This design comes from an exercise in tuning for small area, a short achievable clock period and few clock cycles per item on the open sky130 flow, not from production work. Function was checked by simulation only, so behaviour that the tests miss may differ from the original. No activity file was given, so power comes from the tool's default toggle rates.

the reference run:
Design clock_source_selector_unit, start of the top module:
module clock_source_selector_unit (
   input  logic                        clock,
   input  logic                        reset,
   input  logic                        req_valid,
   output logic                        req_stall,
   input  logic                        req_radio_new,
   input  logic [css_pkg::TIME_W-1:0]  req_radio_time,
   input  logic [css_pkg::DATE_W-1:0]  req_radio_date,
   input  logic                        req_rtc_new,
   input  logic [css_pkg::TIME_W-1:0]  req_rtc_time,
   input  logic [css_pkg::DATE_W-1:0]  req_rtc_date,
   input  logic                        req_internal_new,
   input  logic [css_pkg::TIME_W-1:0]  req_internal_time,
   input  logic [css_pkg::DATE_W-1:0]  req_internal_date,
   input  logic                        req_second_tick,
   input  logic                        req_rtc_write_done,
   input  logic                        req_internal_write_ok,
   output logic                        rsp_valid,
   input  logic                        rsp_stall,
   output logic [css_pkg::TIME_W-1:0]  rsp_final_time,
   output logic [css_pkg::DATE_W-1:0]  rsp_final_date,
   output logic                        rsp_final_synced,
   output logic [1:0]                  rsp_final_source,
   output logic                        rsp_rtc_write_req,
   output logic                        rsp_internal_write_req,
   output logic                        rsp_radio_synced,
   output logic                        rsp_rtc_synced,
   output logic                        rsp_internal_synced,
   input  logic                        csr_psel,
   input  logic                        csr_penable,
   input  logic                        csr_pwrite,
   input  logic [css_pkg::CSR_AW-1:0]  csr_paddr,
   input  logic [css_pkg::CSR_DW-1:0]  csr_pwdata,
   output logic [css_pkg::CSR_DW-1:0]  csr_prdata,
   output logic                        csr_pready
);
For scale: ~260 flip-flops, roughly 240 I/O pins, ~0.017 mm² of cells after synthesis.
clock: 9.0 ns
lec_check: 0
cap_margin: 20
core_margin: 2
core_utilization: 40
slew_margin: 20
standard.sh (not shown) runs the stock make flow with config.mk's settings and CLKGATE_MAP_FILE= SYNTH_SCRIPT=/design/flow/synth_recipe.tcl, a recipe that flattens the netlist after the stock synthesis.
==> flow/flow/run.sh <==
#!/bin/bash
# The standard layout, with plain buffers on the ports instead of the delay
# buffers buffer_ports picks by default. Each tool's output goes to its own log.
set -euo pipefail
export BUFFER_PORTS_ARGS="-buffer_cell sky130_fd_sc_hd__buf_1"
bash standard.sh > standard.log 2>&1
Testbench counts of the reference run, summed over its fixed seeds: cycles 12,008, items 12,000.
Relative to the reference run, the following input files were edited for the trial run:
==> flow/run.sh (new file) <==
#!/bin/bash
# synth_recipe.tcl (not shown) runs the flow's synth.tcl, then flattens the netlist and writes it again
# the make line also repeats each setting of config.mk as NAME=value (left out here)
make -C /OpenROAD-flow-scripts/flow DESIGN_CONFIG=/design/flow/config.mk WORK_HOME=/design/flow/orfs CLKGATE_MAP_FILE= SYNTH_SCRIPT=/design/flow/synth_recipe.tcl finish
removed: flow/flow/run.sh
removed: flow/standard.sh
[summary]
The reference run vs the trial run, critical path's slowest cell: buf_2 vs fa_1
The trial run against the reference run: worst hold slack stayed essentially flat; final routed wirelength across all metal layers rose by 0.96%; design area rose by about 8%.

---

Setup of build 5:
clock_source_selector_unit, a different RTL version from the one above (not shown whole).
For scale: roughly 2,200 cells after synthesis, about 240 I/O pins.
Settings: LEC_CHECK=0, ABC_AREA=1, CAP_MARGIN=20, CORE_MARGIN=2, CORE_UTILIZATION=30, CTS_CLUSTER_DIAMETER=80, CTS_CLUSTER_SIZE=28, GPL_ROUTABILITY_DRIVEN=0, SETUP_SLACK_MARGIN=5, SLEW_MARGIN=20, TNS_END_PERCENT=5; clock period 9.0 ns.
==> flow/flow/run.sh <==
#!/bin/bash
# The standard layout, with plain buffers on the ports instead of the delay
# buffers buffer_ports picks by default. Each tool's output goes to its own log.
set -euo pipefail
export BUFFER_PORTS_ARGS="-buffer_cell sky130_fd_sc_hd__buf_1"
bash standard.sh > standard.log 2>&1
Testbench counts of build 5, summed over its fixed seeds: cycles 12,008, items 12,000.
Relative to build 5, the following input files were edited for build 98:
# build 5
export LEC_CHECK = 0
export ABC_AREA = 1
export CAP_MARGIN = 20
export CORE_MARGIN = 2
export CORE_UTILIZATION = 30
export CTS_CLUSTER_DIAMETER = 80
export CTS_CLUSTER_SIZE = 28
export GPL_ROUTABILITY_DRIVEN = 0
export SETUP_SLACK_MARGIN = 5
export SLEW_MARGIN = 20
export TNS_END_PERCENT = 5
create_clock -name core_clock -period 9.0 [get_ports {clock}]
# build 98
export LEC_CHECK = 0
export ABC_AREA = 1
export CAP_MARGIN = 20
export CORE_MARGIN = 2
export CORE_UTILIZATION = 40
export CTS_CLUSTER_DIAMETER = 80
export CTS_CLUSTER_SIZE = 28
export GPL_ROUTABILITY_DRIVEN = 0
export PLACE_DENSITY = 0.5
export SETUP_SLACK_MARGIN = 5
export SLEW_MARGIN = 20
export TNS_END_PERCENT = 5
create_clock -name core_clock -period 9.0 [get_ports {clock}]
[summary]
- Build 98 completed; timing, DRC and antenna clean
- | fraction of the cycle the final worst path needs | lower: build 98 |
- Build 98 vs. build 5: global-route usage went up 6.1 points; fill cell total of the finished layout went down 1,604.
- Looking at post-layout minimum cycle time across both flows, build 98 is the stronger of the two, with build 5 trailing.
- Combinational-cell power consumption across build 5 and build 98: no real change.
- Number of global-route vias before repair delta for build 98 relative to build 5: 45 higher
- Looking at setup slack, build 98 sits 0.020 ns above build 5.
- Relative to build 5, final hold slack decreased by 0.0095 ns in build 98.
- Side by side, share of total power consumed by net switching turned out lower in build 98 than in build 5.
## Diff of input files: build 3 against build 98
# build 98
export LEC_CHECK = 0
export ABC_AREA = 1
export CAP_MARGIN = 20
export CORE_MARGIN = 2
export CORE_UTILIZATION = 40
export CTS_CLUSTER_DIAMETER = 80
export CTS_CLUSTER_SIZE = 28
export GPL_ROUTABILITY_DRIVEN = 0
export PLACE_DENSITY = 0.5
export SETUP_SLACK_MARGIN = 5
export SLEW_MARGIN = 20
export TNS_END_PERCENT = 5
create_clock -name core_clock -period 9.0 [get_ports {clock}]
# build 3
export LEC_CHECK = 0
export ABC_AREA = 1
export CAP_MARGIN = 20
export CORE_MARGIN = 2
export CORE_UTILIZATION = 40
export CTS_CLUSTER_DIAMETER = 80
export CTS_CLUSTER_SIZE = 32
export GPL_ROUTABILITY_DRIVEN = 0
export SETUP_SLACK_MARGIN = 5
export SLEW_MARGIN = 20
export TNS_END_PERCENT = 5
create_clock -name core_clock -period 9.0 [get_ports {clock}]
--- outcome ---
Build 3 against build 98: final cell count fell 0.43%; number of buffers added by the clock tree synthesis step fell 3; sum of met3 wire segment lengths after detailed routing rose 870 um; CTS H-tree depth about even. Summary of build 3 over build 98: setup slack lower; final area moved down; number of DRC markers in iteration 0 increased by 19% relative to the old numbers. From build 3 to build 98, simple-gate area share of the yosys netlist did not move at all.
Changes in build 56 relative to build 3:
# build 3
export LEC_CHECK = 0
export ABC_AREA = 1
export CAP_MARGIN = 20
export CORE_MARGIN = 2
export CORE_UTILIZATION = 40
export CTS_CLUSTER_DIAMETER = 80
export CTS_CLUSTER_SIZE = 32
export GPL_ROUTABILITY_DRIVEN = 0
export SETUP_SLACK_MARGIN = 5
export SLEW_MARGIN = 20
export TNS_END_PERCENT = 5
create_clock -name core_clock -period 9.0 [get_ports {clock}]
# build 56
export LEC_CHECK = 0
export ABC_AREA = 1
export CAP_MARGIN = 20
export CORE_MARGIN = 2
export CORE_UTILIZATION = 40
export CTS_CLUSTER_DIAMETER = 80
export CTS_CLUSTER_SIZE = 28
export SETUP_SLACK_MARGIN = 5
export SLEW_MARGIN = 20
export TNS_END_PERCENT = 5
create_clock -name core_clock -period 9.0 [get_ports {clock}]
Results
- Between build 3 and build 56, the all-layer global routing usage does not differ in any meaningful way.
- Looking at build 3 and build 56, the instance area after placement is a wash.
- Build 56: internal portion of total power about 6% above build 3
- Clock network power (build 56 vs. build 3) increases by more than 10%
- Post-CTS setup repair buffer count on build 56 is up relative to build 3.
- Build 56 gives less portion of total power attributed to combinational logic than build 3 did.
- Where total power draw is concerned, build 3 is better than build 56.

==> static timing again, ports no longer ideal <==
How much do the figures lean on ideal ports? The routed layouts below were timed once more, with nothing changed but the port constraints.
Step 1 assumes that a clkbuf_16 drives the clock port and a buf_2 every other input.
Step 2 moves the port delays by t, midway between the first and last clock arrival at a register: inputs arrive t later, outputs are due t later. That takes back most of the time a late clock gives input paths.
a / b / c = no drivers / after step 1 / after step 2; a / b = the first two.
run	t, ns	slack for setup (ns)	hold WS [ns]	cell pins on the clock port's net
the reference run	0.633	3.228 / 3.240 / 2.607	0.453 / 0.453 / 0.453	1
the trial run	0.595	3.300 / 3.276 / 2.680	0.454 / 0.454 / 0.454	1
build 5	0.629	4.837 / 4.845 / 4.217	0.463 / 0.463 / 0.463	1
build 98	0.604	4.857 / 4.874 / 4.270	0.453 / 0.453 / 0.453	1
build 3	0.607	4.849 / 4.852 / 4.244	0.450 / 0.450 / 0.450	1
build 56	0.624	4.802 / 4.753 / 4.129	0.453 / 0.453 / 0.453	1
After both steps setup and hold are still met in every run listed. The setup slack of build 56, which loses most, moves by -0.049 ns with the drivers and by -0.673 ns with both steps.
